Source: an optimization exercise on an open RTL-to-GDS flow (aim: small area and a short achievable clock period). Production flows keep margins and buffers that such runs may drop.
Function was checked by simulation only, so behaviour that the tests miss may differ from the original.

== run 1 ==
Design iq_upconverter, start of the top module:
module iq_upconverter (
  input  logic        clk,
  input  logic        rstn,
  input  logic        en,
  input  logic [11:0] i_data,
  input  logic [11:0] q_data,
  output logic        if_valid,
  output logic [11:0] if_data
);
Size: roughly 990 cells after synthesis, roughly 40 I/O pins, roughly 11,000 um^2 of cells after synthesis.
clock: 6.0 ns
lec_check: 0
cap_margin: 20
core_margin: 2
core_utilization: 40
cts_buf_list: sky130_fd_sc_hd__clkbuf_4 sky130_fd_sc_hd__clkbuf_8
setup_slack_margin: 3.55
slew_margin: 20
synth_hierarchical: 1
standard.sh (not shown) runs the stock make flow with config.mk's settings and CLKGATE_MAP_FILE= SYNTH_SCRIPT=/design/flow/synth_recipe.tcl, a recipe that flattens the netlist after the stock synthesis.
==> flow/flow/run.sh <==
#!/bin/bash
# Layout: the standard ORFS flow (standard.sh), with two changes:
#  - the port buffers are sky130_fd_sc_hd__buf_4 cells instead of the
#    resizer's default choice (a delay cell);
#  - the repair steps may resize a cell to any drive strength, not only to a
#    cell with the same footprint.
# The output of each tool goes to the ORFS logs under orfs/logs; make's own
# output goes to standard.log here.
set -euo pipefail
bash standard.sh MATCH_CELL_FOOTPRINT=0 \
  "BUFFER_PORTS_ARGS=-buffer_cell sky130_fd_sc_hd__buf_4" \
  finish > standard.log 2>&1
For run 2, these inputs were changed with respect to run 1:
Settings: SETUP_SLACK_MARGIN now 3.35, was 3.55.
[summary]
- Run 1 vs run 2, launch point of the critical path: s2_10_1 vs s2_20_0
- Compared to run 1, run 2 shows a narrower setup margin.
- Of run 1 and run 2, the lower clock period minus final worst setup slack belongs to run 1.
- Diff run 1 -> run 2: worst slew margin relative to its limit climbed 1.8 points; last weighted congestion value of the routability-driven placer climbed about 2%.
[inputs] run 3 vs run 2
Settings: CTS_BUF_LIST: sky130_fd_sc_hd__clkbuf_4 sky130_fd_sc_hd__clkbuf_8 -> unset; SETUP_SLACK_MARGIN: 3.35 -> 3.45.
## What came out
Per the final summary, run 3 finished and its layout is clean on timing, DRC and antenna.
Of run 3 and run 2, it is run 3 that has the higher utilization.
Sort run 2 and run 3 by actual transition at the worst max-transition pin asc -> top: run 2
Relative to run 2, run 3 degrades total wire length.
Comparing run 2 and run 3, area growth from synthesis to layout is higher on run 3.
### run 3 -> run 4
Settings: setting PLACE_DENSITY to 0.75 for the first time; setting GPL_TIMING_DRIVEN to 0 for the first time; setting CTS_BUF_LIST to sky130_fd_sc_hd__clkbuf_4 sky130_fd_sc_hd__clkbuf_8 for the first time.
Run 3 → run 4: critical path depth rose 1, hold slack rose 7.2 ps, filler-free cell count of the finished design rose about 5%. Comparing run 3 and run 4, the higher aggregate global-route resource usage is on run 3.

* * *

red:
iq_upconverter, a different RTL version from the one above (not shown whole).
Size: about 190 flip-flops, about 40 I/O pins.
export LEC_CHECK = 0
export CAP_MARGIN = 20
export CORE_MARGIN = 2
export CORE_UTILIZATION = 40
export CTS_BUF_LIST = sky130_fd_sc_hd__clkbuf_4 sky130_fd_sc_hd__clkbuf_8
export PLACE_DENSITY = 0.75
export SETUP_SLACK_MARGIN = 3.5
export SLEW_MARGIN = 20
export SYNTH_HIERARCHICAL = 1
create_clock -name core_clock -period 6.0 [get_ports {clk}]
Scripts as last shown in full above: flow/flow/run.sh
red has completed all stages; timing, DRC and antenna checks passed.
Relative to red, the following input files were edited for blue:
- swapping 3.5 for 3.55 in SETUP_SLACK_MARGIN
-- flow/flow/run.sh --
<<< red, line 3
#  - the port buffers are sky130_fd_sc_hd__buf_4 cells instead of the
>>> blue, line 3
#  - the port buffers are sky130_fd_sc_hd__buf_8 cells instead of the
<<< red, line 11
  "BUFFER_PORTS_ARGS=-buffer_cell sky130_fd_sc_hd__buf_4" \
>>> blue, line 11
  "BUFFER_PORTS_ARGS=-buffer_cell sky130_fd_sc_hd__buf_8" \
- Post-route fraction of the period consumed by the critical path on blue is up relative to red.
- [diff] design area, blue relative to red: regression
- [compare] base=red new=blue: register share of the cell area fell by 0.85 points.
- Worst hold slack after final layout was higher in the run labelled blue.
- Compared with red, in blue largest fanout of any net on the critical path grew by 2, fraction of final layout cells sized beyond drive strength 1 grew by 1.2 points.

* * *

iq_upconverter with an RTL version that a note above also has.
For scale: roughly 990 cells after synthesis, roughly 180 flip-flops, roughly 40 I/O pins, roughly 11000 µm² of cells after synthesis.
==> flow/config.mk <==
export PLATFORM = sky130hd
export DESIGN_NAME = iq_upconverter
export DESIGN_NICKNAME = iq_upconverter
export VERILOG_FILES = /design/flow/design.v
export SDC_FILE = /design/flow/constraint.sdc
export NUM_CORES = 4
export LEC_CHECK = 0
export ABC_CLOCK_PERIOD_IN_PS = 2500
export CAP_MARGIN = 20
export CORE_MARGIN = 2
export CORE_UTILIZATION = 40
export CTS_BUF_LIST = sky130_fd_sc_hd__clkbuf_4 sky130_fd_sc_hd__clkbuf_8
export PLACE_DENSITY = 0.75
export SETUP_SLACK_MARGIN = 3.45
export SLEW_MARGIN = 20
export SYNTH_HIERARCHICAL = 1
==> flow/constraint.sdc <==
create_clock -name core_clock -period 6.0 [get_ports {clk}]
set_input_delay 1.2000 -clock core_clock [delete_from_list [all_inputs] [get_ports {clk}]]
set_output_delay 1.2000 -clock core_clock [all_outputs]
set_load 0.01 [all_outputs]
==> flow/flow/run.sh <==
#!/bin/bash
# Layout: the standard ORFS flow (standard.sh), with two changes:
#  - the port buffers are sky130_fd_sc_hd__buf_4 cells instead of the
#    resizer's default choice (a delay cell);
#  - the repair steps may resize a cell to any drive strength, not only to a
#    cell with the same footprint.
# The output of each tool goes to the ORFS logs under orfs/logs; make's own
# output goes to standard.log here.
set -euo pipefail
bash standard.sh MATCH_CELL_FOOTPRINT=0 \
  "BUFFER_PORTS_ARGS=-buffer_cell sky130_fd_sc_hd__buf_4" \
  finish > standard.log 2>&1
==> next run, changes <==
- ABC_CLOCK_PERIOD_IN_PS: 2500 -> unset
- PLACE_DENSITY: 0.75 -> 0.85
Effect:
- The changed run completed with no timing, DRC or antenna violations
- setup slack degrades by 0.037 ns
- design area went up by about 1%
- via count climbs by 1.9%
==> next run, changes <==
- PLACE_DENSITY: 0.85 -> unset
- TNS_END_PERCENT: unset -> 10
Outcome: Routed wire length is lower by 1.7%. Clock skew is about the same. Non-clock buffer count is lower by 13. Utilization is lower by 1.4 points.
==> next run, changes <==
- ABC_AREA: unset -> 1
- TNS_END_PERCENT: 10 -> unset
Result:
- sequential share of layout area fell by 0.22 points
- hold slack hardly moves
- final area rose by 0.81%
- die area rose by about 0.7%
- setup slack is better by 0.047 ns
- first-iteration DRC count rose by about 90%
- area after synthesis rose by about 0.7%

## static timing again, ports no longer ideal
Ports are ideal in the flow. The routed layouts listed here were re-timed in OpenROAD. Step 1: set_driving_cell puts a clkbuf_16 on clk and a buf_2 on each other input, an assumption about the parent block. Step 2 moves the port delays by t, midway between the first and last clock arrival at a register: inputs arrive t later, outputs are due t later. That takes back most of the time a late clock gives input paths. Three values: ideal, step 1, step 2; two values: the first two.
run | t (ns) | slack for setup (ns) | worst setup path after step 2 | clock arrival spread, ns
run 1 | 0.516 | 3.527 / 3.501 / 2.985 | input to register | 0.022 / 0.022
run 2 | 0.510 | 3.439 / 3.439 / 3.024 | input to register | 0.025 / 0.025
run 3 | 0.483 | 3.497 / 3.487 / 3.004 | input to register | 0.021 / 0.022
run 4 | 0.503 | 3.409 / 3.409 / 2.971 | input to register | 0.015 / 0.016
red | 0.498 | 3.485 / 3.485 / 3.039 | input to register | 0.022 / 0.022
blue | 0.524 | 3.438 / 3.438 / 3.096 | input to register | 0.022 / 0.023
the first run of note 3 | 0.520 | 3.497 / 3.497 / 2.988 | input to register | 0.024 / 0.024
the second run of note 3 | 0.515 | 3.461 / 3.461 / 2.964 | input to register | 0.021 / 0.022
the third run of note 3 | 0.522 | 3.418 / 3.418 / 3.027 | input to register | 0.022 / 0.022
the fourth run of note 3 | 0.504 | 3.464 / 3.483 / 2.979 | input to register | 0.020 / 0.019
After both steps setup and hold are still met in every run listed. The setup slack of run 1, which loses most, moves by -0.026 ns with the drivers and by -0.542 ns with both steps.
